From an optimization exercise on the open Yosys and OpenROAD flow, aimed at small area, a short achievable clock period and few clock cycles; shortcuts taken in it are not production practice.
At most, simulation tests tie the RTL to the original design; equivalence was not proved.
No functional check of the RTL was part of runs 5 and 6.
No activity file was given, so power comes from the tool's default toggle rates.

==> design/flow/design.v <==
`default_nettype none
package snow_pkg;
	typedef logic signed [17:0] fx_t;
	typedef logic [3:0] cell_addr_t;
	typedef logic [2:0] wb_addr_t;
	typedef logic [31:0] wb_data_t;
	localparam int NUM_CELLS = 10;
	localparam cell_addr_t SEED_CELL = 4'd4;
	localparam fx_t FX_ONE = 18'sb01_0000000000000000;
	localparam fx_t FX_SIXTH = 18'sb00_0010101010101010;
	localparam wb_addr_t REG_CTRL = 3'd0;
	localparam wb_addr_t REG_ALPHA = 3'd1;
	localparam wb_addr_t REG_BETA = 3'd2;
	localparam wb_addr_t REG_GAMMA = 3'd3;
	localparam wb_addr_t REG_STEP = 3'd4;
	localparam wb_addr_t REG_CELL = 3'd5;
	localparam wb_addr_t REG_LAST_U = 3'd6;
	localparam wb_addr_t REG_LAST_V = 3'd7;
	typedef enum logic [2:0] {SEED, IDLE, FETCH, WAIT_READ, SOLVE, COMMIT} sweep_state_t;
	function automatic fx_t fx_mult(input fx_t a, input fx_t b);
		logic signed [35:0] prod;
		prod = a * b;
		fx_mult = {prod[35], prod[32:16]};
	endfunction
endpackage
`default_nettype wire
`timescale 1ns/100ps
`default_nettype none
module snow_column_top
(
	input wire clk,
	input wire rst,
	input wire wb_cyc,
	input wire wb_stb,
	input wire wb_we,
	input snow_pkg::wb_addr_t wb_adr,
	input snow_pkg::wb_data_t wb_wdata,
	output snow_pkg::wb_data_t wb_rdata,
	output logic wb_ack
);
	typedef logic signed [17:0] fx_t;
	logic req, wr_req;
	logic [17:0] h_alpha, h_beta, h_gamma;
	logic pending;
	logic restart_q;
	assign req = wb_cyc && wb_stb && !wb_ack;
	assign wr_req = req && wb_we;
	logic [16:0] c_alpha;        
	fx_t c_beta, c_gamma;
	fx_t c_sixth;                
	logic [18:0] ring [0:9];     
	logic [18:0] prev;
	logic [18:0] last;
	logic [3:0] last_idx;
	logic [3:0] k;
	logic [15:0] sweep;
	logic seeding;
	logic [3:0] cnt;
	logic ready, vready;
	logic seed_v, seed_4;        
	fx_t vert_q;                 
	logic signed [16:0] acc1;    
	logic [18:0] dsh;            
	logic signed [18:0] acc2;    
	fx_t veff_q;                 
	function automatic fx_t u_of(input logic [18:0] c);
		u_of = c[18] ? 18'sd0 : fx_t'(c[17:0]);
	endfunction
	function automatic fx_t v_of(input logic [18:0] c);
		v_of = c[18] ? fx_t'(c[17:0]) : 18'sd0;
	endfunction
	function automatic logic fz_of(input logic [18:0] c);
		fz_of = !c[17] && c[16];
	endfunction
	logic vcommit, rcommit, commit, shift, force_beta;
	assign vcommit = vready;
	assign rcommit = ready && pending;
	assign commit = vcommit || rcommit;
	assign shift = (seeding && cnt != 4'd8) || rcommit;
	assign force_beta = seeding && !vready;
	fx_t ub, ut, vert, xs, dlt;
	logic [17:0] v_s, v_c, d_s, d_c;
	logic signed [18:0] sum1;
	assign ub = (k == 4'd8 || force_beta) ? c_beta : u_of(ring[1]);
	assign ut = (k == 4'd7 || force_beta) ? c_beta : u_of(ring[3]);
	csa #(18) vert_csa (.a(ut), .b(ub), .c(c_beta), .s(v_s), .cy(v_c));
	add_fast #(18) vert_add (.a(v_s), .b(v_c), .ci(1'b0), .s(vert));
	add_fast #(19) acc1_add (.a({{2{acc1[16]}}, acc1}), .b({vert_q[17], vert_q}), .ci(1'b0), .s(sum1));
	assign xs = fx_t'(acc1 >>> 1);
	csa #(18) dlt_csa (.a(xs), .b(c_sixth), .c(~u_of(ring[1])), .s(d_s), .cy(d_c));
	add_fast #(18) dlt_add (.a(d_s), .b(d_c), .ci(1'b1), .s(dlt));
	logic [2:0] win;
	logic signed [19:0] a20, mag, pp;
	logic signed [18:0] acc_in, sum2;
	assign win = dsh[2:0];
	assign a20 = {{3{c_alpha[16]}}, c_alpha};
	always_comb begin
		case (win)
			3'b001, 3'b010, 3'b101, 3'b110: mag = a20;
			3'b011, 3'b100: mag = a20 <<< 1;
			default: mag = '0;
		endcase
		pp = win[2] ? ~mag : mag;
	end
	assign acc_in = commit ? 19'sd0 : (acc2 >>> 2);
	add_fast #(19) acc2_add (.a(acc_in), .b(pp[18:0]), .ci(win[2]), .s(sum2));
	fx_t fxp, u0, v1, vsum, veff, raw, s_sum, s_new;
	logic [17:0] s_s, s_c;
	logic sat, hit;
	logic [18:0] result, seed;
	assign v1 = !seed_v ? v_of(ring[1]) : seed_4 ? 18'sh10000 : c_beta;
	add_fast #(18) vsum_add (.a(v1), .b(c_gamma), .ci(1'b0), .s(vsum));
	assign veff = (!vsum[17] && vsum[16]) ? 18'sh10000 : vsum;
	assign seed = seed_v ? {1'b1, vsum} : {1'b0, c_beta};
	assign fxp = {acc2[18], acc2[16:0]};
	assign u0 = u_of(ring[0]);
	add_fast #(18) raw_add (.a(u0), .b(fxp), .ci(1'b0), .s(raw));
	assign sat = !raw[17] && raw[16];
	csa #(18) s_csa (.a(u0), .b(fxp), .c(veff_q), .s(s_s), .cy(s_c));
	add_fast #(18) s_add (.a(s_s), .b(s_c), .ci(1'b0), .s(s_sum));
	assign s_new = sat ? {veff_q[17:16] + 2'd1, veff_q[15:0]} : s_sum;
	assign hit = fz_of(ring[0]) || ((k != 4'd0) && fz_of(prev)) || ((k != 4'd9) && fz_of(ring[1]));
	assign result = {hit, s_new};
	fx_t lu, lv;
	assign lu = u_of(last);
	assign lv = v_of(last);
	always_ff @(posedge clk) begin
		if (rst) begin
			wb_ack <= 1'b0;
			restart_q <= 1'b1;
			h_alpha <= '0;
			h_beta <= '0;
			h_gamma <= '0;
			pending <= 1'b0;
		end else begin
			wb_ack <= req;
			restart_q <= wr_req && (wb_adr == snow_pkg::REG_CTRL) && wb_wdata[0];
			if (wr_req) begin
				case (wb_adr)
					snow_pkg::REG_ALPHA: h_alpha <= wb_wdata[17:0];
					snow_pkg::REG_BETA: h_beta <= wb_wdata[17:0];
					snow_pkg::REG_GAMMA: h_gamma <= wb_wdata[17:0];
					default: ;
				endcase
			end
			if (wr_req && (wb_adr == snow_pkg::REG_STEP) && wb_wdata[0]) begin
				pending <= 1'b1;
			end else if (rcommit) begin
				pending <= 1'b0;
			end
		end
		case (wb_adr)
			snow_pkg::REG_ALPHA: wb_rdata <= {14'd0, h_alpha};
			snow_pkg::REG_BETA: wb_rdata <= {14'd0, h_beta};
			snow_pkg::REG_GAMMA: wb_rdata <= {14'd0, h_gamma};
			snow_pkg::REG_STEP: wb_rdata <= {31'd0, pending};
			snow_pkg::REG_CELL: wb_rdata <= {sweep, 7'd0, fz_of(last), 4'd0, last_idx};
			snow_pkg::REG_LAST_U: wb_rdata <= {{14{lu[17]}}, lu};
			snow_pkg::REG_LAST_V: wb_rdata <= {{14{lv[17]}}, lv};
			default: wb_rdata <= '0;
		endcase
		if (rst) begin
			last <= '0;
			last_idx <= '0;
		end else if (rcommit) begin
			last <= result;
			last_idx <= k;
		end
		if (restart_q) begin
			c_alpha <= h_alpha[17:1];
			c_beta <= h_beta;
			c_gamma <= h_gamma;
		end
		if (rst || restart_q) begin
			seeding <= 1'b1;
			cnt <= 4'd15;
			ready <= 1'b0;
			vready <= 1'b0;
			seed_v <= 1'b0;
			seed_4 <= 1'b0;
			k <= 4'd9;
			sweep <= '0;
		end else begin
			if (commit) begin
				cnt <= '0;
			end else if (seeding || cnt != 4'd8) begin
				cnt <= cnt + 4'd1;
			end
			if (vcommit) begin
				seeding <= 1'b0;
			end
			ready <= !commit && !seeding && (ready || cnt == 4'd7);
			vready <= seeding && cnt == 4'd8;
			seed_v <= seeding && (cnt == 4'd1 || cnt == 4'd2 || cnt == 4'd3);
			seed_4 <= seeding && cnt == 4'd2;
			if (commit) begin
				k <= (k == 4'd9) ? 4'd0 : k + 4'd1;
			end
			if (rcommit && k == 4'd9) begin
				sweep <= sweep + 16'd1;
			end
		end
		if (shift) begin
			for (int i = 0; i < 9; i++) begin
				ring[i] <= ring[i + 1];
			end
			ring[9] <= seeding ? seed : result;
			prev <= ring[0];
		end
		if (commit || (seeding && cnt == 4'd15)) begin
			vert_q <= vert;
		end
		if (restart_q || commit) begin
			acc1 <= '0;
		end else if (cnt <= 4'd6) begin
			acc1 <= 17'(sum1 >>> 2);
		end
		if (seeding && cnt == 4'd7) begin
			c_sixth <= xs;
		end
		if (seeding ? (cnt == 4'd8) : (cnt == 4'd7)) begin
			dsh <= {dlt, 1'b0};
		end else if (commit || cnt <= 4'd6) begin
			dsh <= {dsh[18], dsh[18], dsh[18:2]};
		end
		if (commit || cnt <= 4'd7) begin
			acc2 <= sum2;
		end
		if (commit) begin
			veff_q <= veff;
		end
	end
endmodule
module csa #(parameter int W = 18)
(
	input wire [W-1:0] a,
	input wire [W-1:0] b,
	input wire [W-1:0] c,
	output logic [W-1:0] s,
	output logic [W-1:0] cy
);
	logic [W-1:0] m;
	assign s = a ^ b ^ c;
	assign m = (a & b) | (a & c) | (b & c);
	assign cy = {m[W-2:0], 1'b0};
endmodule
module add_fast #(parameter int W = 18)
(
	input wire [W-1:0] a,
	input wire [W-1:0] b,
	input wire ci,
	output logic [W-1:0] s
);
	logic [W-1:0] p0;
	logic [W-1:0] g, p, ng, np;
	always_comb begin
		p0 = a ^ b;
		g = a & b;
		p = p0;
		g[0] = g[0] | (p0[0] & ci);
		for (int l = 0; (1 << l) < W; l++) begin
			ng = g;
			np = p;
			for (int i = 0; i < W; i++) begin
				if (((i >> l) & 1) == 1) begin
					ng[i] = g[i] | (p[i] & g[((i >> l) << l) - 1]);
					np[i] = p[i] & p[((i >> l) << l) - 1];
				end
			end
			g = ng;
			p = np;
		end
		s = p0 ^ {g[W-2:0], ci};
	end
endmodule
`default_nettype wire
==> design/flow/run.sh <==
#!/bin/bash
# synth_recipe.tcl (not shown) runs the flow's synth.tcl, then flattens the netlist and writes it again
# the make line also repeats each setting of config.mk as NAME=value (left out here)
make -C /OpenROAD-flow-scripts/flow DESIGN_CONFIG=/design/flow/config.mk WORK_HOME=/design/flow/orfs CLKGATE_MAP_FILE= SYNTH_SCRIPT=/design/flow/synth_recipe.tcl finish
==> design/flow/config.mk <==
export PLATFORM = sky130hd
export DESIGN_NAME = snow_column_top
export DESIGN_NICKNAME = snow_column_top
export VERILOG_FILES = /design/flow/design.v
export SDC_FILE = /design/flow/constraint.sdc
export NUM_CORES = 4
export LEC_CHECK = 0
export CAP_MARGIN = 20
export CORE_MARGIN = 2
export CORE_UTILIZATION = 40
export SLEW_MARGIN = 20
==> design/flow/constraint.sdc <==
create_clock -name core_clock -period 22.0 [get_ports {clk}]
set_input_delay 4.4000 -clock core_clock [delete_from_list [all_inputs] [get_ports {clk}]]
set_output_delay 4.4000 -clock core_clock [all_outputs]
set_load 0.01 [all_outputs]
==> results of run 1 <==
==> placed cells by master (no fill, tap or decap), types with 57 or more instances in the layout <==
cell type	n
clkdlybuf4s50_1	57
nand2_1	164
mux2i_1	65
a21oi_1	109
edfxtp_1	334
inv_1	171
ha_1	114
dfxtp_1	157
o21ai_0	105
fa_1	79
nor2_1	168
==> routing by layer <==
metal / global-route usage / vias up / wire [µm]
met5: 0 / - / 0
met4: 0.0670 / 0 / 1950
met3: 0.0289 / 94 / 3450
met2: 0.306 / 451 / 27600
met1: 0.269 / 7627 / 26900
li1: - / 7475 / -
==> cells by family after synthesis <==
group,Yosys count
compound gates,419
xor+xnor,96
fa+ha+maj,193
buf+inv,257
flops,493
mux,91
simple gates,534
==> worst min-delay path by stage <==
stage | start | to | slack [ns] | cells past startpoint
floorplan | ring[2][0] | ring[1][0] | 0.40 | 0
global placement | ring[7][7] | ring[6][7] | 0.40 | 0
detailed placement | ring[4][12] | ring[3][12] | 0.40 | 0
CTS | ring[4][13] | ring[3][13] | 0.40 | 0
global route | ring[5][17] | ring[4][17] | 0.42 | 0
finish | ring[4][13] | ring[3][13] | 0.39 | 0
==> power breakdown <==
part           switching, mW  leakage [nW]  internal (mW)  total, mW
registers             0.0332          4.83           1.05       1.08
logic                  0.264          5.28          0.168      0.432
clock network          0.367         0.811          0.478      0.845
==> registers in the layout, indices dropped and copies added, names as in the netlist, 16 cells and up <==
name and count:
c_gamma 18, c_sixth 16, c_alpha 17, h_gamma 18, wb_rdata 32, h_alpha 18
last 19, acc2 19, veff_q 18, c_beta 18, sweep 16, dsh 19
vert_q 18, h_beta 18, acc1 17, ring 190
==> through the flow <==
step	std cells	util	cell area (µm²)	power (mW)	hold slack (ns)
2_1_floorplan	2083	-	24200	1.39	0.400
5_1_grt	2960	0.454	27300	2.47	0.417
6_report	2961	0.454	27300	2.36	0.390
3_3_place_gp	2866	0.427	25600	1.51	0.400
3_5_place_dp	2866	0.427	25600	1.53	0.405
4_1_cts	2960	0.454	27300	2.37	0.396
==> layout make-up <==
type	count	area [µm²]
fillers	5447	32800
flip-flops and latches	493	13200
multi-input cells	1333	10000
clock buffers	66	1370
well taps	782	978
repair buffers	86	790
inverters	172	646
clock inverters	28	258
diodes	1	2.50
==> results.txt, run 1 <==
- Die span in x: 250 µm
- Final worst setup slack: 15.58 ns
- Worst Path Max Fanout: 21
- Initial antenna violation count: 1
- Setup Buffers After CTS: 0
- Max incr delay on CP: 0.58 ns
- Starting density of the core: 0.403
- First-pass GRT wire length: 92.1 mm
- Run status: complete, no violations
- Area grow syn2layout: 12.8%
- IO Port Bufs: 58
- Vias/cell: 5.28
- Grt total ovfl: 0
- CTS tree: done
- Buffers & Inverters on Critical Path: 3
- FFs w/ async S/R, synth: 0
- Critical Path RT: 22.45 ns
- # IOs: 73
- Top FF cell, synth: edfxtp_1
- Largest net degree at the start of global routing: 91
- RSZ-0062 raised after global routing: false
- Static leakage: 10.9 nW
- Slowest stage cell on the critical path: and2_1
- Clock Latency Late Sink: slightly above 0.6 ns
- DR iter-0 viols: between 1000 and 1500
- Mux contribution to synthesized area: 0.0390
- Synth Cell Area: 24200 µm²
- Number of stages on the worst setup path: 7
- Synth Area in Simple Gates: 0.103
- Area share of the largest cell type after synthesis: 0.415
- Most used cell, CP: buf_4
- Share of cells above drive strength 1: 0.0698
- Drc violations: 0
- MaxCap Viol Count: 0
- H-tree Lvls: 2
- Die ar.: 62400 µm²
- Compound-cell area share of the yosys netlist: 0.112
- Fmax: approximately 160 MHz
- Gpl congestion: approximately 0.93
- Final WL: 59.9 mm
- Max-slew violation count: 0
- # setup viols final: 0
- Mean Syn Cell Area: between 10 and 15 µm²
- Setup tns final: 0 ns
- Routed Antenna Nets: 0
- CP cell instances: clkdlybuf4s50_1 > buf_4 > nor2b_1 > and2_1 > buf_4 > mux2i_1 > nor2_1
- Clock transition at path regs: 0.07 ns
- Worst VDD drop: 0.0000594 V
- Largest family of logic cells by synthesized area: adder cells
- Adder-Cell Fraction of Synth Area: 0.124
- Fin crit period: 6.42 ns
- Clk buf depth: 3
- Sequential share of the synthesized area: 0.547
- Worst Setup Start Kind: input port
- Wire per inst: 20.2 µm
- Number of synthesized register bits: 493
- Drt pass-1 iters: 5
- Slew headroom: 0.272
- Worst Tran Pin Value: 1.09 ns
- Core area: 60000 µm²
- Hold_buf cts: 0
- CP startpoint: wb_adr[1]
- R2R cell count: 18
- # rows: 90
- Cell accounting for the most synthesized area: edfxtp_1
- Xor/xnor cell area share of the yosys netlist: 0.0354
- Library cells used by synthesis: between 60 and 70
- CP Capture Type: flop
- Detailed placement HPWL: 44.3 mm
- R2r endpoint: veff_q[12]
- YS warnings: 5
- Largest delay share family, worst path: simple AND/OR/NAND/NOR gates
- CP endpoint: h_beta[13]
- Mapped Cells: 2083
- Post-synth EDFFs: 334
- Commonest cells post-synth: edfxtp_1 (334), inv_1 (171), nor2_1 (169)
- FF-to-FF Start: seed_v
- Syn Nets: 2316
- Endpoints failing hold: 0
- Reg-to-reg slack, setup: 16.46 ns
- # resized after CTS: 0
- Setup CP Type: in2reg
- CTS Buf Count: 50
- Clk_skew: ~0.031 ns
- Via count: 15600
- P per Cell Area: 86.5 nW/µm²
- Area contributors post-synth: edfxtp_1 (41%), dfxtp_1 (13%), fa_1 (6.5%)
- Final period util: 0.292
- Nets: 2369
- CTS root buffer: clkbuf_16
- Post-place setup slack: 15.00 ns
- Cell with the most instances after synthesis: edfxtp_1
- Vias in the first global route: between 15000 and 20000
- Total GRT Usage: 0.192
- Vert. Die Dim: around 250 µm
- Arr. time, crit path: between 6 and 7 ns
- Clk sinks: 493
- Worst hold path type: reg2reg
Testbench counts, summed over its fixed seeds: cycles 34,024.
==> run 2: changes to the inputs <==
--- a/design/flow/design.v
+++ b/design/flow/design.v
@@ -44,4 +44,6 @@
 	logic pending;
 	logic restart_q;
+	logic [17:0] wq_data;
+	logic wq_alpha, wq_beta, wq_gamma;
 	assign req = wb_cyc && wb_stb && !wb_ack;
 	assign wr_req = req && wb_we;
@@ -49,7 +51,8 @@
 	fx_t c_beta, c_gamma;
 	fx_t c_sixth;                
-	logic [18:0] ring [0:9];     
-	logic [18:0] prev;
-	logic [18:0] last;
+	logic [18:0] ring [0:8];     
+	logic prev_fz;               
+	logic [18:0] last;           
+	logic first;                 
 	logic [3:0] last_idx;
 	logic [3:0] k;
@@ -78,4 +81,6 @@
 	assign commit = vcommit || rcommit;
 	assign shift = (seeding && cnt != 4'd8) || rcommit;
+	logic [18:0] ring_in, seed;
+	assign ring_in = (seeding || first) ? seed : last;
 	assign force_beta = seeding && !vready;
 	fx_t ub, ut, vert, xs, dlt;
@@ -108,5 +113,5 @@
 	logic [17:0] s_s, s_c;
 	logic sat, hit;
-	logic [18:0] result, seed;
+	logic [18:0] result;
 	assign v1 = !seed_v ? v_of(ring[1]) : seed_4 ? 18'sh10000 : c_beta;
 	add_fast #(18) vsum_add (.a(v1), .b(c_gamma), .ci(1'b0), .s(vsum));
@@ -120,5 +125,5 @@
 	add_fast #(18) s_add (.a(s_s), .b(s_c), .ci(1'b0), .s(s_sum));
 	assign s_new = sat ? {veff_q[17:16] + 2'd1, veff_q[15:0]} : s_sum;
-	assign hit = fz_of(ring[0]) || ((k != 4'd0) && fz_of(prev)) || ((k != 4'd9) && fz_of(ring[1]));
+	assign hit = fz_of(ring[0]) || ((k != 4'd0) && prev_fz) || ((k != 4'd9) && fz_of(ring[1]));
 	assign result = {hit, s_new};
 	fx_t lu, lv;
@@ -132,15 +137,22 @@
 			h_beta <= '0;
 			h_gamma <= '0;
+			wq_alpha <= 1'b0;
+			wq_beta <= 1'b0;
+			wq_gamma <= 1'b0;
 			pending <= 1'b0;
 		end else begin
 			wb_ack <= req;
 			restart_q <= wr_req && (wb_adr == snow_pkg::REG_CTRL) && wb_wdata[0];
-			if (wr_req) begin
-				case (wb_adr)
-					snow_pkg::REG_ALPHA: h_alpha <= wb_wdata[17:0];
-					snow_pkg::REG_BETA: h_beta <= wb_wdata[17:0];
-					snow_pkg::REG_GAMMA: h_gamma <= wb_wdata[17:0];
-					default: ;
-				endcase
+			wq_alpha <= wr_req && (wb_adr == snow_pkg::REG_ALPHA);
+			wq_beta <= wr_req && (wb_adr == snow_pkg::REG_BETA);
+			wq_gamma <= wr_req && (wb_adr == snow_pkg::REG_GAMMA);
+			if (wq_alpha) begin
+				h_alpha <= wq_data;
+			end
+			if (wq_beta) begin
+				h_beta <= wq_data;
+			end
+			if (wq_gamma) begin
+				h_gamma <= wq_data;
 			end
 			if (wr_req && (wb_adr == snow_pkg::REG_STEP) && wb_wdata[0]) begin
@@ -150,4 +162,5 @@
 			end
 		end
+		wq_data <= wb_wdata[17:0];
 		case (wb_adr)
 			snow_pkg::REG_ALPHA: wb_rdata <= {14'd0, h_alpha};
@@ -181,4 +194,5 @@
 			k <= 4'd9;
 			sweep <= '0;
+			first <= 1'b1;
 		end else begin
 			if (commit) begin
@@ -192,9 +206,12 @@
 			ready <= !commit && !seeding && (ready || cnt == 4'd7);
 			vready <= seeding && cnt == 4'd8;
-			seed_v <= seeding && (cnt == 4'd1 || cnt == 4'd2 || cnt == 4'd3);
-			seed_4 <= seeding && cnt == 4'd2;
+			seed_v <= seeding && (cnt == 4'd2 || cnt == 4'd3 || cnt == 4'd4);
+			seed_4 <= seeding && cnt == 4'd3;
 			if (commit) begin
 				k <= (k == 4'd9) ? 4'd0 : k + 4'd1;
 			end
+			if (rcommit) begin
+				first <= 1'b0;
+			end
 			if (rcommit && k == 4'd9) begin
 				sweep <= sweep + 16'd1;
@@ -202,9 +219,9 @@
 		end
 		if (shift) begin
-			for (int i = 0; i < 9; i++) begin
+			for (int i = 0; i < 8; i++) begin
 				ring[i] <= ring[i + 1];
 			end
-			ring[9] <= seeding ? seed : result;
-			prev <= ring[0];
+			ring[8] <= ring_in;
+			prev_fz <= fz_of(ring[0]);
 		end
 		if (commit || (seeding && cnt == 4'd15)) begin
==> results.txt, run 2 <==
- Run status: complete, no violations
- # IOs: 73 (unchanged)
- Setup tns final: 0 ns (unchanged)
- Critical Path RT: 22.55 ns (+0.10 ns)
- Psw: 637 µW (-4.2%)
- Commonest cells post-synth: edfxtp_1 (314), dfxtp_1 (181), nor2_1 (178)
- Gpl congestion: 0.878 (-6.0%)
- Register area: 13100 µm² (-1.2%)
- Via count: 15600 (-0.49%)
- CTS Buf Count: 51 (+2.0%)
- Mapped Cells: 2051 (-1.5%)
- Core area: 59000 µm² (-1.7%)
- Clock power frac: 0.391 (+0.033)
- Static leakage: 10.9 nW (-0.40%)
- Final core occ: 0.461 (+0.00677)
- Library cells used by synthesis: 62 (-4.6%)
- Fmax: 156 MHz (about the same)
- YS warnings: 5 (unchanged)
- Max-slew violation count: 0 (unchanged)
- Worst hold stages: 0 (unchanged)
- Clock transition at path regs: 0.07 ns (about the same)
- # setup viols final: 0 (unchanged)
- Pint: 1.75 mW (+3.5%)
- Starting density of the core: 0.405 (+0.00221)
- Total power: 2.39 mW (+1.3%)
- Worst Path Max Fanout: 25 (+19%)
- Worst Setup Start Kind: input port
- Share of cells above drive strength 1: 0.0784 (+0.00857)
- Vias in the first global route: 15100 (-2.0%)
- Fin crit period: 6.43 ns (+0.00530 ns)
- RSZ-0062 raised after global routing: false
- Area grow syn2layout: 13.8%
- Hold_buf cts: 0 (unchanged)
- Synth Cell Area: 23900 µm² (-1.1%)
- Sw Ratio: 0.266 (-0.0154)
- Final WL: 61.0 mm (+1.8%)
- Sequential share of the synthesized area: 0.546 (about the same)
- Largest regs: ring: 171 flops, wb_rdata: 32 flops
- R2R cell count: 20 (+2)
- Number of synthesized register bits: 495 (+0.41%)
- # rows: 89 (-1.1%)
- Endpoints failing hold: 0 (unchanged)
- Inserted Diodes: 0 (-1)
- Top FF cell, synth: edfxtp_1
- Wire per inst: 20.9 µm (+3.3%)
- CP Capture Type: flop
- Arr. time, crit path: 6.98 ns (+0.11 ns)
- Most common library cell in the layout ignoring fill and taps: edfxtp_1
- Clk sinks: 495 (+0.41%)
- MaxCap Viol Count: 0 (unchanged)
- IO Port Bufs: 58 (unchanged)
- Reg-to-reg slack, setup: 16.30 ns (-0.16 ns)
- Hold_sp: ring[2][16]
- Area contributors post-synth: edfxtp_1 (39%), dfxtp_1 (15%), fa_1 (6.6%)
- Post-synth EDFFs: 314 (-6.0%)
- Total GRT Usage: 0.195 (+0.00259)
- Slew headroom: 0.305 (+0.0334)
- Mean Syn Cell Area: 11.7 µm² (+0.41%)
- Combinational Power Share: 0.156 (-0.027)
- # resized after CTS: 0 (unchanged)
- FFs w/ async S/R, synth: 0 (unchanged)
- Most flops, register: ring
- Final period util: 0.292 (about the same)
- Setup CP Type: in2reg
- Nets: 2335 (-1.4%)
- Clk buf depth: 3 (unchanged)
- H-tree Lvls: 2 (unchanged)
- Drc violations: 0 (unchanged)
- Detailed placement HPWL: 45.2 mm (+1.9%)
- Routed Antenna Nets: 0 (unchanged)
- Die span in x: 248 µm (-0.56%)
- Clock Latency Late Sink: 0.63 ns (+0.02 ns)
- Drt pass-1 iters: 6 (+1)
- R2r endpoint: veff_q[15]
- First-pass GRT wire length: 92.6 mm (+0.57%)
- Reg power frac: 0.453 (-0.006)
- P per Cell Area: 87.9 nW/µm² (+1.5%)
- Area of the multi-input gates: 9920 µm² (-0.85%)
- Worst VDD drop: 0.0000735 V (+24%)
- Most frequent cells in the layout: edfxtp_1 (314), dfxtp_1 (180), nor2_1 (176), inv_1 (165), nand2_1 (142)
- Grt total ovfl: 0 (unchanged)
- Cell with the most instances after synthesis: edfxtp_1
- Area share of the largest cell type after synthesis: 0.395 (-0.0204)
- DR iter-0 viols: 1413 (+15%)
- Syn Nets: 2283 (-1.4%)
- Cell accounting for the most synthesized area: edfxtp_1
- Worst hold path type: reg2reg
- Hold EP: ring[1][16]
- Initial antenna violation count: 4 (+3)
- FF-to-FF Start: seed_v
- Largest register FFs: 171 (-10%)
- Setup Buffers After CTS: 0 (unchanged)
- Worst hold slack: 0.385 ns (-0.00545 ns)
- Vert. Die Dim: 248 µm (-0.56%)
- Filler cell count: 5403 (-0.81%)
- CTS root buffer: clkbuf_16
- CP startpoint: wb_adr[0]
- Largest net degree at the start of global routing: 88 (-3.3%)
- CTS tree: done
- Vias/cell: 5.34 (+1.0%)
- Die ar.: 61700 µm² (-1.1%)
- Clk_skew: 0.0491 ns (+0.0178 ns)
- Worst Tran Pin Value: 1.04 ns (-0.0461 ns)
[run 2: area by class of cell]
| type | instances | share of cell area |
|---|---|---|
| flip-flops and latches | 495 | 0.480 |
| multi-input cells | 1302 | 0.364 |
| clock buffers | 66 | 0.0551 |
| well taps | 773 | 0.0356 |
| repair buffers | 87 | 0.0292 |
| inverters | 166 | 0.0229 |
| clock inverters | 28 | 0.0130 |
[run 2: stage by stage]
stage	instance area, µm²	cells	setup WS, ns
final	27200	2917	15.57
after global routing	27200	2917	15.46
after CTS	27200	2916	15.66
after detailed placement	25300	2822	15.00
after global placement	25300	2822	15.03
after floorplan	23900	2051	16.06
[run 2: power groups by stage]
| stage | clock, mW | combinational, mW | sequential (mW) |
|---|---|---|---|
| after floorplan | 0 | 0.281 | 1.08 |
| after global placement | 0 | 0.353 | 1.10 |
| after detailed placement | 0 | 0.367 | 1.10 |
| after CTS | 0.954 | 0.370 | 1.08 |
| after global routing | 0.985 | 0.417 | 1.09 |
| final | 0.935 | 0.372 | 1.08 |
[run 2: kinds of logic after synthesis]
kind of cell,count (synthesis),synth area share
XOR/XNOR,92,0.0343
AND/OR/NAND/NOR,506,0.0978
multiplexers,107,0.0465
AO/OA/AOI/OAI,405,0.110
adder cells (fa/ha/maj),192,0.125
flip-flops,495,0.546
buffers and inverters,254,0.0399
[run 2: critical path, stage by stage]
cell and delay, ns:
clkdlybuf4s50_1 0.46, buf_4 0.35, xnor2_1 0.16, and3_1 0.73, and2_1 0.68, a21oi_1 0.07, o21ai_0 0.11
[run 2: layer usage]
metal	global-route usage	vias up	share of wire	wire length (µm)
met5	0	-	0	0
met4	0.0602	0	0.029	1750
met3	0.0267	82	0.052	3160
met2	0.308	429	0.46	28000
met1	0.279	7721	0.46	28100
li1	-	7338	-	-
[run 2: worst max path at each step]
stage / slack (ns) / cells past startpoint / end
2_1_floorplan: 16.06 / 7 / wb_rdata[18]
3_3_place_gp: 15.03 / 7 / wb_rdata[17]
3_5_place_dp: 15.00 / 7 / wb_rdata[17]
4_1_cts: 15.66 / 7 / wb_rdata[17]
5_1_grt: 15.46 / 7 / wb_rdata[17]
6_report: 15.57 / 7 / wb_rdata[17]
Testbench counts of run 2, summed over its fixed seeds: cycles 34,024.
==> run 3: changes to the inputs <==
==> design/flow/flow/run.sh (new file) <==
#!/bin/bash
set -eo pipefail
export SETUP_SLACK_MARGIN=16.5
bash standard.sh > standard.log 2>&1
==> design/flow/standard.sh (new file) <==
#!/bin/bash
# synth_recipe.tcl (not shown) runs the flow's synth.tcl, then flattens the netlist and writes it again
# the make line also repeats each setting of config.mk as NAME=value (left out here)
make -C /OpenROAD-flow-scripts/flow DESIGN_CONFIG=/design/flow/config.mk WORK_HOME=/design/flow/orfs CLKGATE_MAP_FILE= SYNTH_SCRIPT=/design/flow/synth_recipe.tcl "${@:-finish}"
removed: design/flow/run.sh
==> results.txt, run 3 <==
- Run status: complete, no violations
- FF-to-FF Start: seed_v
- Most flops, register: ring
- Nets: 2340 (+0.21%)
- CTS root buffer: clkbuf_16
- Dpl cells: 2824 (+0.071%)
- Worst Path Max Fanout: 1 (-96%)
- Clk sinks: 495 (unchanged)
- Sw Ratio: 0.268 (+0.00150)
- Die ar.: 61700 µm² (unchanged)
- Area grow syn2layout: 13.8% (about the same)
- Via count: 15600 (+0.19%)
- Drc violations: 0 (unchanged)
- Endpoints failing hold: 0 (unchanged)
- Final period util: 0.250 (-0.0422)
- IO Port Bufs: 58 (unchanged)
- Worst Setup Start Kind: flop
- Most frequent cells in the layout: edfxtp_1 (314), nor2_1 (176), dfxtp_1 (172), inv_1 (165), nand2_1 (142)
- Reg-to-reg slack, setup: 16.78 ns (+0.48 ns)
- Core area: 59000 µm² (unchanged)
- Die span in x: 248 µm (unchanged)
- Largest delay share family, worst path: flip-flops
- Fin crit period: 5.50 ns (-0.929 ns)
- DR iter-0 viols: 1319 (-6.7%)
- Psw: 636 µW (about the same)
- Library cells used by synthesis: 62 (unchanged)
- H-tree Lvls: 2 (unchanged)
- Worst Tran Pin Value: 0.935 ns (-0.107 ns)
- Clk_skew: 0.0226 ns (-0.0265 ns)
- Finished Layout Cells: 2927 (+0.34%)
- Mean Syn Cell Area: 11.7 µm² (unchanged)
- Top FF cell, synth: edfxtp_1
- Max-slew violation count: 0 (unchanged)
- R2r endpoint: ring[8][16]
- Critical Path RT: 17.60 ns (-4.95 ns)
- Largest regs: ring: 171 flops, wb_rdata: 32 flops
- Slowest stage cell on the critical path: dfxtp_2
- Routed Antenna Nets: 0 (unchanged)
- MaxCap Viol Count: 0 (unchanged)
- Grt total ovfl: 0 (unchanged)
- Slew headroom: 0.375 (+0.0692)
- Worst hold stages: 0 (unchanged)
- Setup CP Type: reg2out
- R2R cell count: 19 (-5.0%)
- # IOs: 73 (unchanged)
- FFs w/ async S/R, synth: 0 (unchanged)
- Starting density of the core: 0.405 (unchanged)
- Hold_buf cts: 0 (unchanged)
- Buffers & Inverters on Critical Path: 1 (-1)
- Total GRT Usage: 0.194 (-0.000673)
- CTS tree: done
- Share of cells above drive strength 1: 0.102 (+0.0234)
- Wire per inst: 20.8 µm (-0.64%)
- Fmax: 182 MHz (+17%)
- Worst VDD drop: 0.0000667 V (-9.3%)
- Vias/cell: 5.33 (-0.16%)
- Combinational Power Share: 0.156 (about the same)
- CP Capture Type: output pin
- Hold EP: ring[5][16]
- CP cell instances: buf_6
- Cell accounting for the most synthesized area: edfxtp_1
- Hold_sp: ring[6][16]
- Area contributors post-synth: edfxtp_1 (39%), dfxtp_1 (15%), fa_1 (6.6%)
- Final WL: 60.8 mm (-0.30%)
- Largest net degree at the start of global routing: 92 (+4.5%)
- Synth Cell Area: 23900 µm² (unchanged)
- Cell with the most instances after synthesis: edfxtp_1
- Detailed placement HPWL: 44.9 mm (-0.55%)
- Max incr delay on CP: 0.37 ns (-0.36 ns)
- Syn Nets: 2283 (unchanged)
- Clock transition at path regs: 0.06 ns (about the same)
- RSZ-0062 raised after global routing: true
- Clock Latency Late Sink: 0.61 ns (-0.02 ns)
- Post-synth EDFFs: 314 (unchanged)
- Pint: 1.74 mW (-0.80%)
- Static leakage: 11.0 nW (+1.2%)
- # setup viols final: 0 (unchanged)
- Clock power frac: 0.388 (-0.003)
- YS warnings: 5 (unchanged)
- Arr. time, crit path: 1.10 ns (-5.88 ns)
- Gpl congestion: 0.958 (+9.0%)
- Largest register FFs: 171 (unchanged)
- Sequential share of the synthesized area: 0.546 (unchanged)
- Setup tns final: 0 ns (unchanged)
- CTS Buf Count: 52 (+2.0%)
- Commonest cells post-synth: edfxtp_1 (314), dfxtp_1 (181), nor2_1 (178)
- P per Cell Area: 87.4 nW/µm² (-0.56%)
- First-pass GRT wire length: 92.5 mm (about the same)
- Most common library cell in the layout ignoring fill and taps: edfxtp_1
- Reg power frac: 0.456 (+0.003)
- Vert. Die Dim: 248 µm (unchanged)
- Vias in the first global route: 15200 (+0.48%)
- Initial antenna violation count: 5 (+1)
- Drt pass-1 iters: 7 (+1)
- Mapped Cells: 2051 (unchanged)
- Clk buf depth: 3 (unchanged)
- Worst hold path type: reg2reg
- # rows: 89 (unchanged)
- Number of synthesized register bits: 495 (unchanged)
- Area share of the largest cell type after synthesis: 0.395 (unchanged)
-- run 3: logic make-up after synthesis --
kind of cell	Yosys count	share of synthesized area
simple gates	506	0.0978
buf+inv	254	0.0399
fa+ha+maj	192	0.125
xor+xnor	92	0.0343
mux	107	0.0465
flops	495	0.546
compound gates	405	0.110
-- run 3: cell type report --
type                    count  area, µm²
inverters                 166        623
diodes                      2       5.00
repair buffers             90        762
flip-flops and latches    495      13100
fillers                  5374      31800
clock buffers              69       1490
clock inverters            29        333
multi-input cells        1303       9950
well taps                 773        967
-- run 3: power by group through the flow --
stage / combinational [mW] / sequential [mW] / clock (mW)
after floorplan: 0.282 / 1.08 / 0
after global placement: 0.352 / 1.10 / 0
after detailed placement: 0.363 / 1.10 / 0
after CTS: 0.367 / 1.08 / 0.938
after global routing: 0.418 / 1.09 / 0.975
final: 0.370 / 1.08 / 0.922
-- run 3: metrics by stage --
step	utilization	worst slack (ns)	hold WS (ns)	total power, mW	cell area (µm²)
floorplan	-	16.42	0.400	1.36	23900
global placement	0.430	15.42	0.400	1.45	25400
detailed placement	0.430	15.39	0.405	1.47	25400
CTS	0.459	16.27	0.411	2.39	27100
global route	0.461	16.47	0.411	2.48	27200
finish	0.461	16.50	0.407	2.38	27200
-- run 3: timing repair --
item,4_1_cts,5_1_grt
pin swaps,1,0
endpoints found under the hold margin,0,0
cloned,1,1
setup buffers,0,1
resized for setup,152,17
setup endpoints to repair,76,51
-- run 3: per-layer routing --
metal | up-vias | wire [µm] | GRT usage
met4 | 2 | 2090 | 0.0748
met5 | - | 12 | 0
li1 | 7347 | - | -
met2 | 473 | 27100 | 0.297
met3 | 117 | 3440 | 0.0316
met1 | 7660 | 28200 | 0.277
-- run 3: how the worst max path moves through the flow --
stage,startpoint,depth (start not counted),endpoint
after global routing,seed_v,19,ring[8][16]
after floorplan,wb_adr[0],8,wb_rdata[18]
after CTS,wb_rdata[3],1,wb_rdata[3]
final,wb_rdata[3],1,wb_rdata[3]
after detailed placement,wb_adr[0],6,wb_rdata[16]
after global placement,wb_adr[0],8,wb_rdata[17]
==> run 4: changes to the inputs <==
--- a/design/flow/design.v
+++ b/design/flow/design.v
@@ -44,6 +44,4 @@
 	logic pending;
 	logic restart_q;
-	logic [17:0] wq_data;
-	logic wq_alpha, wq_beta, wq_gamma;
 	assign req = wb_cyc && wb_stb && !wb_ack;
 	assign wr_req = req && wb_we;
@@ -62,5 +60,4 @@
 	logic ready, vready;
 	logic seed_v, seed_4;        
-	fx_t vert_q;                 
 	logic signed [16:0] acc1;    
 	logic [18:0] dsh;            
@@ -76,5 +73,5 @@
 		fz_of = !c[17] && c[16];
 	endfunction
-	logic vcommit, rcommit, commit, shift, force_beta;
+	logic vcommit, rcommit, commit, shift;
 	assign vcommit = vready;
 	assign rcommit = ready && pending;
@@ -83,13 +80,12 @@
 	logic [18:0] ring_in, seed;
 	assign ring_in = (seeding || first) ? seed : last;
-	assign force_beta = seeding && !vready;
 	fx_t ub, ut, vert, xs, dlt;
 	logic [17:0] v_s, v_c, d_s, d_c;
 	logic signed [18:0] sum1;
-	assign ub = (k == 4'd8 || force_beta) ? c_beta : u_of(ring[1]);
-	assign ut = (k == 4'd7 || force_beta) ? c_beta : u_of(ring[3]);
+	assign ub = (k == 4'd9 || seeding) ? c_beta : u_of(ring[0]);
+	assign ut = (k == 4'd8 || seeding) ? c_beta : u_of(ring[2]);
 	csa #(18) vert_csa (.a(ut), .b(ub), .c(c_beta), .s(v_s), .cy(v_c));
 	add_fast #(18) vert_add (.a(v_s), .b(v_c), .ci(1'b0), .s(vert));
-	add_fast #(19) acc1_add (.a({{2{acc1[16]}}, acc1}), .b({vert_q[17], vert_q}), .ci(1'b0), .s(sum1));
+	add_fast #(19) acc1_add (.a({{2{acc1[16]}}, acc1}), .b({vert[17], vert}), .ci(1'b0), .s(sum1));
 	assign xs = fx_t'(acc1 >>> 1);
 	csa #(18) dlt_csa (.a(xs), .b(c_sixth), .c(~u_of(ring[1])), .s(d_s), .cy(d_c));
@@ -137,22 +133,15 @@
 			h_beta <= '0;
 			h_gamma <= '0;
-			wq_alpha <= 1'b0;
-			wq_beta <= 1'b0;
-			wq_gamma <= 1'b0;
 			pending <= 1'b0;
 		end else begin
 			wb_ack <= req;
 			restart_q <= wr_req && (wb_adr == snow_pkg::REG_CTRL) && wb_wdata[0];
-			wq_alpha <= wr_req && (wb_adr == snow_pkg::REG_ALPHA);
-			wq_beta <= wr_req && (wb_adr == snow_pkg::REG_BETA);
-			wq_gamma <= wr_req && (wb_adr == snow_pkg::REG_GAMMA);
-			if (wq_alpha) begin
-				h_alpha <= wq_data;
-			end
-			if (wq_beta) begin
-				h_beta <= wq_data;
-			end
-			if (wq_gamma) begin
-				h_gamma <= wq_data;
+			if (wr_req) begin
+				case (wb_adr)
+					snow_pkg::REG_ALPHA: h_alpha <= wb_wdata[17:0];
+					snow_pkg::REG_BETA: h_beta <= wb_wdata[17:0];
+					snow_pkg::REG_GAMMA: h_gamma <= wb_wdata[17:0];
+					default: ;
+				endcase
 			end
 			if (wr_req && (wb_adr == snow_pkg::REG_STEP) && wb_wdata[0]) begin
@@ -162,5 +151,4 @@
 			end
 		end
-		wq_data <= wb_wdata[17:0];
 		case (wb_adr)
 			snow_pkg::REG_ALPHA: wb_rdata <= {14'd0, h_alpha};
@@ -224,7 +212,4 @@
 			ring[8] <= ring_in;
 			prev_fz <= fz_of(ring[0]);
-		end
-		if (commit || (seeding && cnt == 4'd15)) begin
-			vert_q <= vert;
 		end
 		if (restart_q || commit) begin
==> results.txt, run 4 <==
- Worst Tran Pin Value: 1.00 ns (+0.0651 ns)
- Clock transition at path regs: 0.06 ns (about the same)
- Largest delay share family, worst path: flip-flops
- CP Capture Type: output pin
- Clk sinks: 456 (-7.9%)
- Slowest stage cell on the critical path: dfxtp_2
- Most frequent cells in the layout: edfxtp_1 (296), nand2_1 (248), inv_1 (185), a21oi_1 (152), dfxtp_1 (140)
- Clock power frac: 0.380 (-0.008)
- Fmax: 183 MHz (+0.37%)
- Hold_buf cts: 0 (unchanged)
- Cell with the most instances after synthesis: edfxtp_1
- Fin crit period: 5.48 ns (-0.0202 ns)
- Sw Ratio: 0.274 (+0.00600)
- Max incr delay on CP: 0.37 ns (about the same)
- Starting density of the core: 0.402 (-0.00251)
- FFs w/ async S/R, synth: 0 (unchanged)
- Worst VDD drop: 0.0000592 V (-11%)
- Setup CP Type: reg2out
- Initial antenna violation count: 1 (-4)
- Worst Path Max Fanout: 1 (unchanged)
- Clk buf depth: 3 (unchanged)
- Syn Nets: 2340 (+2.5%)
- Critical Path RT: 17.60 ns (about the same)
- Worst hold path type: reg2reg
- Max-slew violation count: 0 (unchanged)
- Psw: 615 µW (-3.4%)
- CTS Buf Count: 49 (-5.8%)
- Die span in x: 244 µm (-1.6%)
- Commonest cells post-synth: edfxtp_1 (296), nand2_1 (255), inv_1 (186)
- Mean Syn Cell Area: 11.0 µm² (-5.8%)
- Synth Cell Area: 23100 µm² (-3.2%)
- Design area: 26900 µm² (-1.2%)
- Slew headroom: 0.334 (-0.0411)
- Most flops, register: ring
- Largest regs: ring: 171 flops, wb_rdata: 32 flops
- Sequential share of the synthesized area: 0.523 (-0.0234)
- Nets: 2420 (+3.4%)
- Pint: 1.63 mW (-6.3%)
- Final core occ: 0.467 (+0.00667)
- Drc violations: 0 (unchanged)
- Cell accounting for the most synthesized area: edfxtp_1
- Area grow syn2layout: 16.2%
- Drt pass-1 iters: 5 (-2)
- Vias/cell: 5.28 (-0.98%)
- Wire per inst: 19.1 µm (-7.9%)
- P per Cell Area: 83.6 nW/µm² (-4.4%)
- Post-synth EDFFs: 296 (-5.7%)
- Detailed placement HPWL: 40.5 mm (-9.9%)
- Most common library cell in the layout ignoring fill and taps: edfxtp_1
- Library cells used by synthesis: 73 (+18%)
- Area contributors post-synth: edfxtp_1 (38%), dfxtp_1 (14%), fa_1 (6.8%)
- Combinational Power Share: 0.183 (+0.027)
- Placed cell area: 24600 µm² (-3.0%)
- IO Port Bufs: 58 (unchanged)
- Worst hold slack: 0.411 ns (+0.00447 ns)
- H-tree Lvls: 2 (unchanged)
- Die ar.: 59800 µm² (-3.2%)
- MaxCap Viol Count: 0 (unchanged)
- Setup tns final: 0 ns (unchanged)
- First-pass GRT wire length: 88.7 mm (-4.1%)
- Mapped Cells: 2108 (+2.8%)
- Finished Layout Cells: 2994 (+2.3%)
- Worst Setup Start Kind: flop
- Inserted Diodes: 0 (-2)
- Routed Antenna Nets: 0 (unchanged)
- Vert. Die Dim: 244 µm (-1.6%)
- Final worst setup slack: 16.52 ns (+0.0202 ns)
- Final WL: 57.3 mm (-5.8%)
- CTS root buffer: clkbuf_16
- Largest net degree at the start of global routing: 88 (-4.3%)
- # IOs: 73 (unchanged)
- CTS tree: done
- Static leakage: 10.9 nW (-0.52%)
- Grt total ovfl: 0 (unchanged)
- Largest register FFs: 171 (unchanged)
- Core area: 57500 µm² (-2.6%)
- Top FF cell, synth: edfxtp_1
- # rows: 88 (-1.1%)
- Buffers & Inverters on Critical Path: 1 (unchanged)
- Share of cells above drive strength 1: 0.120 (+0.0180)
- Final period util: 0.249 (-0.000918)
- YS warnings: 5 (unchanged)
- Dpl cells: 2870 (+1.6%)
- RSZ-0062 raised after global routing: true
- Gpl congestion: 0.870 (-9.1%)
- DR iter-0 viols: 1040 (-21%)
- Post-place setup slack: 14.98 ns (-0.415 ns)
- Reg power frac: 0.437 (-0.019)
- CP cell instances: buf_6
- # setup viols final: 0 (unchanged)
- Clk_skew: 0.0409 ns (+0.0182 ns)
- Total GRT Usage: 0.190 (-0.00443)
- Arr. time, crit path: 1.08 ns (-0.02 ns)
- Number of synthesized register bits: 456 (-7.9%)
- Via count: 15800 (+1.3%)
- Endpoints failing hold: 0 (unchanged)
- Run status: complete, no violations
- Vias in the first global route: 16000 (+5.4%)
- Total power: 2.25 mW (-5.5%)
- Clock Latency Late Sink: 0.60 ns (about the same)
- Area share of the largest cell type after synthesis: 0.384 (-0.0102)
run 4: power by group through the flow:
stage / logic [mW] / clock network, mW / registers, mW
after CTS: 0.403 / 0.870 / 0.981
after global placement: 0.382 / 0 / 0.999
after detailed placement: 0.394 / 0 / 1.00
after global routing: 0.465 / 0.901 / 0.984
final: 0.412 / 0.852 / 0.981
after floorplan: 0.308 / 0 / 0.988
run 4: cell families (layout without fill, tap and decap cells):
kind of cell / count (synthesis) / count (layout) / share of synthesized area
adders and majority gates: 192 / 192 / 0.130
AOI/OAI and AO/OA: 471 / 471 / 0.130
muxes: 48 / 48 / 0.0217
DFF: 456 / 456 / 0.523
xor gates and xnor gates: 91 / 91 / 0.0351
and+or+nand+nor: 575 / 581 / 0.115
buffers and inverters: 275 / 390 / 0.0455
run 4: final cells by class:
cell class | count | area, µm²
flip-flops and latches | 456 | 12100
fillers | 5196 | 30600
multi-input cells | 1383 | 10300
clock buffers | 68 | 1420
well taps | 765 | 957
repair buffers | 111 | 1100
clock inverters | 24 | 256
inverters | 187 | 706
run 4: worst paths after layout:
check,cells after the start,from,end,slack (ns)
max,1,wb_rdata[3],wb_rdata[3],16.52
min reg2reg,0,ring[7][1],ring[6][1],0.41
min,0,ring[7][1],ring[6][1],0.41
max reg2reg,25,k[2],acc1[15],16.67
run 4: repair_timing:
item / 4_1_cts / 5_1_grt
pin swaps: 6 / 12
resized for setup: 199 / 45
endpoints found under the setup margin: 125 / 63
cloned: 4 / 7
setup buffers: 13 / 7
run 4: per-layer routing:
layer / track usage / vias to the layer above / part of all wire
met5: 0 / - / 0
met4: 0.0782 / 0 / 0.040
met3: 0.0345 / 118 / 0.059
met2: 0.306 / 451 / 0.46
met1: 0.253 / 7667 / 0.44
li1: - / 7563 / -
Testbench counts of run 4, summed over its fixed seeds: cycles 34,024.
==> run 5: changes to the inputs <==
--- a/design/flow/design.v
+++ b/design/flow/design.v
@@ -59,4 +59,5 @@
 	logic [3:0] cnt;
 	logic ready, vready;
+	logic dmode;                 
 	logic seed_v, seed_4;        
 	logic signed [16:0] acc1;    
@@ -80,15 +81,17 @@
 	logic [18:0] ring_in, seed;
 	assign ring_in = (seeding || first) ? seed : last;
-	fx_t ub, ut, vert, xs, dlt;
-	logic [17:0] v_s, v_c, d_s, d_c;
+	fx_t ub, ut, vert, xs, dlt, t_a, t_b, t_c;
+	logic [17:0] v_s, v_c;
 	logic signed [18:0] sum1;
 	assign ub = (k == 4'd9 || seeding) ? c_beta : u_of(ring[0]);
 	assign ut = (k == 4'd8 || seeding) ? c_beta : u_of(ring[2]);
-	csa #(18) vert_csa (.a(ut), .b(ub), .c(c_beta), .s(v_s), .cy(v_c));
-	add_fast #(18) vert_add (.a(v_s), .b(v_c), .ci(1'b0), .s(vert));
+	assign xs = fx_t'(acc1 >>> 1);
+	assign t_a = dmode ? xs : ut;
+	assign t_b = dmode ? c_sixth : ub;
+	assign t_c = dmode ? ~u_of(ring[1]) : c_beta;
+	csa #(18) vert_csa (.a(t_a), .b(t_b), .c(t_c), .s(v_s), .cy(v_c));
+	add_fast #(18) vert_add (.a(v_s), .b(v_c), .ci(dmode), .s(vert));
+	assign dlt = vert;
 	add_fast #(19) acc1_add (.a({{2{acc1[16]}}, acc1}), .b({vert[17], vert}), .ci(1'b0), .s(sum1));
-	assign xs = fx_t'(acc1 >>> 1);
-	csa #(18) dlt_csa (.a(xs), .b(c_sixth), .c(~u_of(ring[1])), .s(d_s), .cy(d_c));
-	add_fast #(18) dlt_add (.a(d_s), .b(d_c), .ci(1'b1), .s(dlt));
 	logic [2:0] win;
 	logic signed [19:0] a20, mag, pp;
@@ -177,4 +180,5 @@
 			cnt <= 4'd15;
 			ready <= 1'b0;
+			dmode <= 1'b0;
 			vready <= 1'b0;
 			seed_v <= 1'b0;
@@ -194,4 +198,5 @@
 			ready <= !commit && !seeding && (ready || cnt == 4'd7);
 			vready <= seeding && cnt == 4'd8;
+			dmode <= !commit && (seeding ? (cnt == 4'd7) : (cnt == 4'd6));
 			seed_v <= seeding && (cnt == 4'd2 || cnt == 4'd3 || cnt == 4'd4);
 			seed_4 <= seeding && cnt == 4'd3;
@@ -221,5 +226,5 @@
 			c_sixth <= xs;
 		end
-		if (seeding ? (cnt == 4'd8) : (cnt == 4'd7)) begin
+		if (dmode) begin
 			dsh <= {dlt, 1'b0};
 		end else if (commit || cnt <= 4'd6) begin
==> results.txt, run 5 <==
- Largest register FFs: 171 (unchanged)
- IO Port Bufs: 58 (unchanged)
- Wire per inst: 19.7 µm (+3.0%)
- Mapped Cells: 2003 (-5.0%)
- Slowest stage cell on the critical path: fa_2
- # rows: 86 (-2.3%)
- Routed Antenna Nets: 0 (unchanged)
- CTS root buffer: clkbuf_16
- Critical Path RT: 22.51 ns (+4.91 ns)
- Worst Tran Pin Value: 0.947 ns (-0.0526 ns)
- Max-slew violation count: 0 (unchanged)
- Max incr delay on CP: 0.46 ns (+0.09 ns)
- Via count: 15400 (-2.8%)
- Clock transition at path regs: 0.06 ns (about the same)
- YS warnings: 5 (unchanged)
- Total GRT Usage: 0.200 (+0.00992)
- CP Capture Type: flop
- Final period util: 0.261 (+0.0123)
- Nets: 2291 (-5.3%)
- DR iter-0 viols: 1171 (+13%)
- Worst hold slack: 0.408 ns (-0.00338 ns)
- Core area: 55200 µm² (-4.0%)
- Detailed placement HPWL: 39.0 mm (-3.5%)
- Cell with the most instances after synthesis: edfxtp_1
- First-pass GRT wire length: 88.3 mm (-0.52%)
- Syn Nets: 2199 (-6.0%)
- H-tree Lvls: 2 (unchanged)
- Worst Setup Start Kind: flop
- Cell accounting for the most synthesized area: edfxtp_1
- Die span in x: 240 µm (-1.7%)
- Clk buf depth: 3 (unchanged)
- # IOs: 73 (unchanged)
- Die ar.: 57800 µm² (-3.3%)
- Gpl congestion: 0.866 (-0.52%)
- Largest net degree at the start of global routing: 91 (+3.4%)
- Drc violations: 0 (unchanged)
- Largest regs: ring: 171 flops, wb_rdata: 32 flops
- Most common library cell in the layout ignoring fill and taps: edfxtp_1
- Final WL: 56.8 mm (-0.85%)
- Slew headroom: 0.367 (+0.0336)
- Area contributors post-synth: edfxtp_1 (40%), dfxtp_1 (14%), ha_1 (5.5%)
- Sequential share of the synthesized area: 0.542 (+0.0189)
- Fmax: 174 MHz (-4.7%)
- Library cells used by synthesis: 80 (+9.6%)
- Initial antenna violation count: 0 (-1)
- Clk sinks: 457 (+0.22%)
- RSZ-0062 raised after global routing: true
- Post-synth EDFFs: 296 (unchanged)
- Worst hold path type: reg2reg
- Starting density of the core: 0.405 (+0.00262)
- Vert. Die Dim: 240 µm (-1.7%)
- Endpoints failing hold: 0 (unchanged)
- Setup tns final: 0 ns (unchanged)
- FFs w/ async S/R, synth: 0 (unchanged)
- Area grow syn2layout: 17.3%
- Static leakage: 10.3 nW (-5.7%)
- Arr. time, crit path: 6.26 ns (+5.18 ns)
- Worst VDD drop: 0.0000522 V (-12%)
- P per Cell Area: 84.2 nW/µm² (+0.73%)
- Mean Syn Cell Area: 11.2 µm² (+1.7%)
- CTS tree: done
- Hold_buf cts: 0 (unchanged)
- Worst Path Max Fanout: 5 (+4)
- Grt total ovfl: 0 (unchanged)
- Drt pass-1 iters: 6 (+1)
- Setup CP Type: reg2reg
- Commonest cells post-synth: edfxtp_1 (296), nand2_1 (225), a21oi_1 (168)
- MaxCap Viol Count: 0 (unchanged)
- Number of synthesized register bits: 457 (+0.22%)
- Run status: complete, no violations
- # setup viols final: 0 (unchanged)
- Clk_skew: 0.0207 ns (-0.0202 ns)
- Most used cell, CP: fa_2
- Total power: 2.21 mW (-1.7%)
- Most flops, register: ring
- Inserted Diodes: 0 (unchanged)
- Vias in the first global route: 15500 (-3.4%)
- Share of cells above drive strength 1: 0.148 (+0.0287)
- Reg-to-reg slack, setup: 16.25 ns (-0.42 ns)
- Vias/cell: 5.33 (+0.95%)
- Clock Latency Late Sink: 0.59 ns (about the same)
- Area share of the largest cell type after synthesis: 0.398 (+0.0132)
- Fin crit period: 5.75 ns (+0.272 ns)
- Most frequent cells in the layout: edfxtp_1 (296), nand2_1 (217), a21oi_1 (160), nor2_1 (153), dfxtp_1 (151)
- Synth Cell Area: 22400 µm² (-3.3%)
- CTS Buf Count: 48 (-2.0%)
- Top FF cell, synth: edfxtp_1
## run 5: cell count changes in the layout (fill, tap and decap cells not counted), moves of 11 or more
cell,change
nor2_1,+30
nand2_1,-31
buf_4,+21
mux2i_1,+27
dfxtp_1,+11
nor2b_1,-16
fa_1,-24
inv_1,-78
ha_1,-20
dfxtp_2,-11
## run 5: cell families after synthesis
kind of cell | count (synthesis) | share of synthesized area
and+or+nand+nor | 549 | 0.114
adders and majority gates | 156 | 0.107
xor gates and xnor gates | 85 | 0.0333
muxes | 70 | 0.0321
AOI/OAI and AO/OA | 475 | 0.135
DFF | 457 | 0.542
buffers and inverters | 211 | 0.0368
## run 5: final cells by class
type | instances | area, µm²
multi-input combinational | 1335 | 9860
timing repair buffer | 137 | 1280
fill | 5033 | 29000
inverter | 116 | 445
sequential | 457 | 12100
tap | 748 | 936
clock inverter | 24 | 200
clock buffer | 66 | 1370
## run 5: per-stage QoR
stage | setup slack, ns | cell area, µm² | instances | util
3_3_place_gp | 14.56 | 23800 | 2741 | 0.432
5_1_grt | 16.04 | 26200 | 2883 | 0.475
6_report | 16.25 | 26200 | 2883 | 0.475
2_1_floorplan | 16.45 | 22600 | 2003 | -
3_5_place_dp | 14.53 | 23800 | 2741 | 0.432
4_1_cts | 16.27 | 26000 | 2870 | 0.471
## run 5: timing repair
| item | CTS | global route |
|---|---|---|
| gates cloned | 5 | 0 |
| pin swaps | 26 | 24 |
| endpoints found under the setup margin | 153 | 59 |
| setup buffers | 34 | 12 |
| resized for setup | 221 | 26 |
| hold endpoints to repair | 0 | 0 |
## run 5: metal layers
layer | up-vias | wire [µm] | global-route usage
met5 | - | 0 | 0
met4 | 0 | 1830 | 0.0772
met3 | 100 | 2860 | 0.0233
li1 | 7327 | - | -
met2 | 402 | 27100 | 0.334
met1 | 7529 | 25000 | 0.266
## run 5: final timing paths
| kind | startpoint | to | cells after the start |
|---|---|---|---|
| worst max register to register | k[1] | acc1[14] | 30 |
| worst max-delay path | k[1] | acc1[14] | 30 |
| worst min register to register | ring[5][5] | ring[4][5] | 0 |
| worst min-delay path | ring[5][5] | ring[4][5] | 0 |
## run 5: power by group
part | leakage (nW) | internal, mW | switching [mW] | total (mW)
logic | 5.09 | 0.177 | 0.231 | 0.408
registers | 4.45 | 0.958 | 0.0304 | 0.989
clock network | 0.781 | 0.463 | 0.347 | 0.810
total | 10.3 | 1.60 | 0.608 | 2.21
## run 5: critical path: cells and delay by family, from the launching register on
family                     cells  cell delay, ns
and+or+nand+nor                9            1.08
adders and majority gates      6            2.01
xor gates and xnor gates       1            0.19
buffers and inverters          4            0.33
DFF                            1            0.35
AOI/OAI and AO/OA             10            1.68
==> run 6: changes to the inputs <==
--- a/design/flow/config.mk
+++ b/design/flow/config.mk
@@ -9,3 +9,4 @@
 export CORE_MARGIN = 2
 export CORE_UTILIZATION = 40
+export CTS_BUF_LIST = sky130_fd_sc_hd__clkbuf_4 sky130_fd_sc_hd__clkbuf_8
 export SLEW_MARGIN = 20
==> results.txt, run 6 <==
- Run status: complete, no violations
- Busiest grt layer: met2
- FFs w/ async S/R, synth: 0 (unchanged)
- Sequential share of the synthesized area: 0.542 (unchanged)
- # rows: 86 (unchanged)
- Clk sinks: 457 (unchanged)
- Area grow syn2layout: 18.6%
- Drt pass-1 iters: 6 (unchanged)
- Area contributors post-synth: edfxtp_1 (40%), dfxtp_1 (14%), ha_1 (5.5%)
- Worst VDD drop: 0.0000528 V (+1.1%)
- Top FF cell, synth: edfxtp_1
- Commonest cells post-synth: edfxtp_1 (296), nand2_1 (225), a21oi_1 (168)
- Final WL: 57.4 mm (+1.0%)
- Clk_skew: 0.0428 ns (+0.0221 ns)
- Slowest stage cell on the critical path: fa_2
- Final period util: 0.262 (+0.00114)
- M3 GR Usage: 0.0307 (+0.00735)
- Cell accounting for the most synthesized area: edfxtp_1
- Arr. time, crit path: 6.35 ns (+0.09 ns)
- Synth Cell Area: 22400 µm² (unchanged)
- Core area: 55200 µm² (unchanged)
- Dpl cells: 2741 (unchanged)
- Via count: 15600 (+1.4%)
- Number of synthesized register bits: 457 (unchanged)
- Most frequent cells in the layout: edfxtp_1 (296), nand2_1 (218), a21oi_1 (159), nor2_1 (154), dfxtp_1 (133)
- Placed cell area: 23800 µm² (unchanged)
- CTS Buf Count: 78 (+63%)
- Most common library cell in the layout ignoring fill and taps: edfxtp_1
- Vert. Die Dim: 240 µm (unchanged)
- Endpoints failing hold: 0 (unchanged)
- Worst Setup Start Kind: flop
- Filler cell count: 5003 (-0.60%)
- Clk buf depth: 3 (unchanged)
- Library cells used by synthesis: 80 (unchanged)
- Setup CP Type: reg2reg
- Mean Syn Cell Area: 11.2 µm² (unchanged)
- Critical Path RT: 22.58 ns (+0.07 ns)
- Final core occ: 0.480 (+0.00526)
- CTS tree: done
- CP Capture Type: flop
- Max-slew violation count: 0 (unchanged)
- Post-synth EDFFs: 296 (unchanged)
- # setup viols final: 0 (unchanged)
- Die ar.: 57800 µm² (unchanged)
- Finished Layout Cells: 2937 (+1.9%)
- Largest net degree at the start of global routing: 91 (unchanged)
- Fmax: 173 MHz (-0.44%)
- Die span in x: 240 µm (unchanged)
- Setup tns final: 0 ns (unchanged)
- Static leakage: 10.5 nW (+1.6%)
- Most flops, register: ring
- Area of the multi-input gates: 9830 µm² (-0.28%)
- Clock transition at path regs: 0.06 ns (about the same)
- Buffers & Inverters on Critical Path: 5 (+1)
- Register area: 12200 µm² (+0.19%)
- Post-place setup slack: 14.53 ns (unchanged)
- Slew headroom: 0.331 (-0.0357)
- Routed Antenna Nets: 0 (unchanged)
- Wire per inst: 19.5 µm (-0.85%)
- RSZ-0062 raised after global routing: true
- YS warnings: 5 (unchanged)
- Nets: 2320 (+1.3%)
- Max incr delay on CP: 0.57 ns (+0.11 ns)
- Worst hold path type: reg2reg
- Final worst setup slack: 16.23 ns (-0.0251 ns)
- Syn Nets: 2199 (unchanged)
- Total GRT Usage: 0.202 (+0.00168)
- Area share of the largest cell type after synthesis: 0.398 (unchanged)
- Initial antenna violation count: 1 (+1)
- Total power: 2.24 mW (+1.7%)
- Cell with the most instances after synthesis: edfxtp_1
- Worst Tran Pin Value: 1.00 ns (+0.0558 ns)
- Vias/cell: 5.30 (-0.43%)
- M1 GR Usage: 0.265 (-0.00103)
- CTS root buffer: clkbuf_8
- # IOs: 73 (unchanged)
- MaxCap Viol Count: 0 (unchanged)
- IO Port Bufs: 58 (unchanged)
- Design area: 26500 µm² (+1.1%)
- Largest register FFs: 171 (unchanged)
- DR iter-0 viols: 1180 (+0.77%)
- Largest delay share family, worst path: adder cells
- Reg-to-reg slack, setup: 16.23 ns (-0.03 ns)
- P per Cell Area: 84.7 nW/µm² (+0.61%)
- Share of cells above drive strength 1: 0.178 (+0.0298)
- Worst Path Max Fanout: 5 (unchanged)
- Vias in the first global route: 15700 (+1.3%)
- Drc violations: 0 (unchanged)
- Hold_buf cts: 0 (unchanged)
- First-pass GRT wire length: 88.9 mm (+0.68%)
- GR Layer Usage met2: 0.334 (unchanged)
- Fin crit period: 5.77 ns (+0.0251 ns)
- Detailed placement HPWL: 39.0 mm (unchanged)
- Gpl congestion: 0.866 (unchanged)
- Starting density of the core: 0.405 (unchanged)
- Worst hold slack: 0.412 ns (+0.00373 ns)
- Mapped Cells: 2003 (unchanged)
- Largest regs: ring: 171 flops, wb_rdata: 32 flops
- Grt total ovfl: 0 (unchanged)
- Most used cell, CP: inv_2
- H-tree Lvls: 3 (+1)
- Clock Latency Late Sink: 0.67 ns (+0.08 ns)
## run 6: cell types whose count changed in the layout (fill, tap and decap cells not counted), sizes merged
cell | before | now
bufbuf | 5 | 3
clkinv | 12 | 9
dlymetal6s2s | 0 | 1
clkbuf | 67 | 130
inv | 122 | 116
clkdlybuf4s15 | 2 | 0
diode | 0 | 1
bufinv | 2 | 4
## run 6: area by class of cell
cell class                 instances  area share
clock buffer                     127      0.0591
clock inverter                    17     0.00746
multi-input combinational       1335       0.371
tap                              748      0.0353
inverter                         116      0.0168
antenna                            1   0.0000944
sequential                       457       0.458
timing repair buffer             136      0.0519
## run 6: logic make-up (layout without fill, tap and decap cells)
group                      Yosys count  after routing  share of synthesized area
muxes                               70             70                     0.0321
buffers and inverters              211            396                     0.0368
DFF                                457            457                      0.542
adders and majority gates          156            156                      0.107
AOI/OAI and AO/OA                  475            475                      0.135
other                                0              1                          0
and+or+nand+nor                    549            549                      0.114
xor gates and xnor gates            85             85                     0.0333
## run 6: power breakdown
group          total [mW]  internal, mW  switching, mW
Combinational       0.406         0.175          0.231
Clock               0.850         0.499          0.351
Sequential          0.990         0.959         0.0308
## run 6: routing by layer
metal  wire length (µm)  share of wire  vias to the layer above
met5                  0              0                        -
met4               1680          0.029                        0
met3               2860          0.050                       97
met2              27600           0.48                      427
met1              25300           0.44                     7662
li1                   -              -                     7393
## run 6: final timing paths
path | from | cells after the start | end
min | ring[5][12] | 0 | ring[4][12]
max | k[2] | 30 | acc1[14]
min reg2reg | ring[5][12] | 0 | ring[4][12]
max reg2reg | k[2] | 30 | acc1[14]
## run 6: what timing repair did
action,CTS,global route
gates cloned,4,1
buffers inserted,33,11
pin swaps,32,32
resized for setup,231,43
setup endpoints to repair,152,103

==> afterwards: timing with drivers on the ports <==
No port has a modelled driver above. Below, the same layouts with a new extraction and two added sets of constraints. Step 1 assumes that a clkbuf_16 drives the clock port and a buf_2 every other input. Step 2 times the ports against the registers' clock, not the clock port: input delays grow and output delays shrink by t, the midpoint of the rising clock arrivals with the driver on. Three values: ideal, step 1, step 2; two values: the first two.
run | shift t [ns] | setup WS [ns] | hold slack, ns | worst setup path after step 2 | worst slew at a driven data input, ns
run 1 | 0.659 | 15.579 / 15.614 / 14.955 | 0.390 / 0.390 / 0.390 | input to register | 0.04
run 2 | 0.657 | 15.574 / 15.609 / 14.952 | 0.385 / 0.385 / 0.385 | input to register | 0.04
run 3 | 0.654 | 16.503 / 16.446 / 15.918 | 0.407 / 0.407 / 0.407 | input to register | 0.06
run 4 | 0.645 | 16.523 / 16.462 / 15.990 | 0.411 / 0.411 / 0.411 | input to register | 0.08
run 5 | 0.641 | 16.252 / 16.252 / 15.948 | 0.408 / 0.408 / 0.408 | input to register | 0.05
run 6 | 0.699 | 16.227 / 16.227 / 15.913 | 0.412 / 0.412 / 0.412 | input to register | 0.05
After both steps every run listed still meets setup and hold. The setup slack of run 1, which loses most, moves by +0.035 ns with the drivers and by -0.624 ns with both steps.
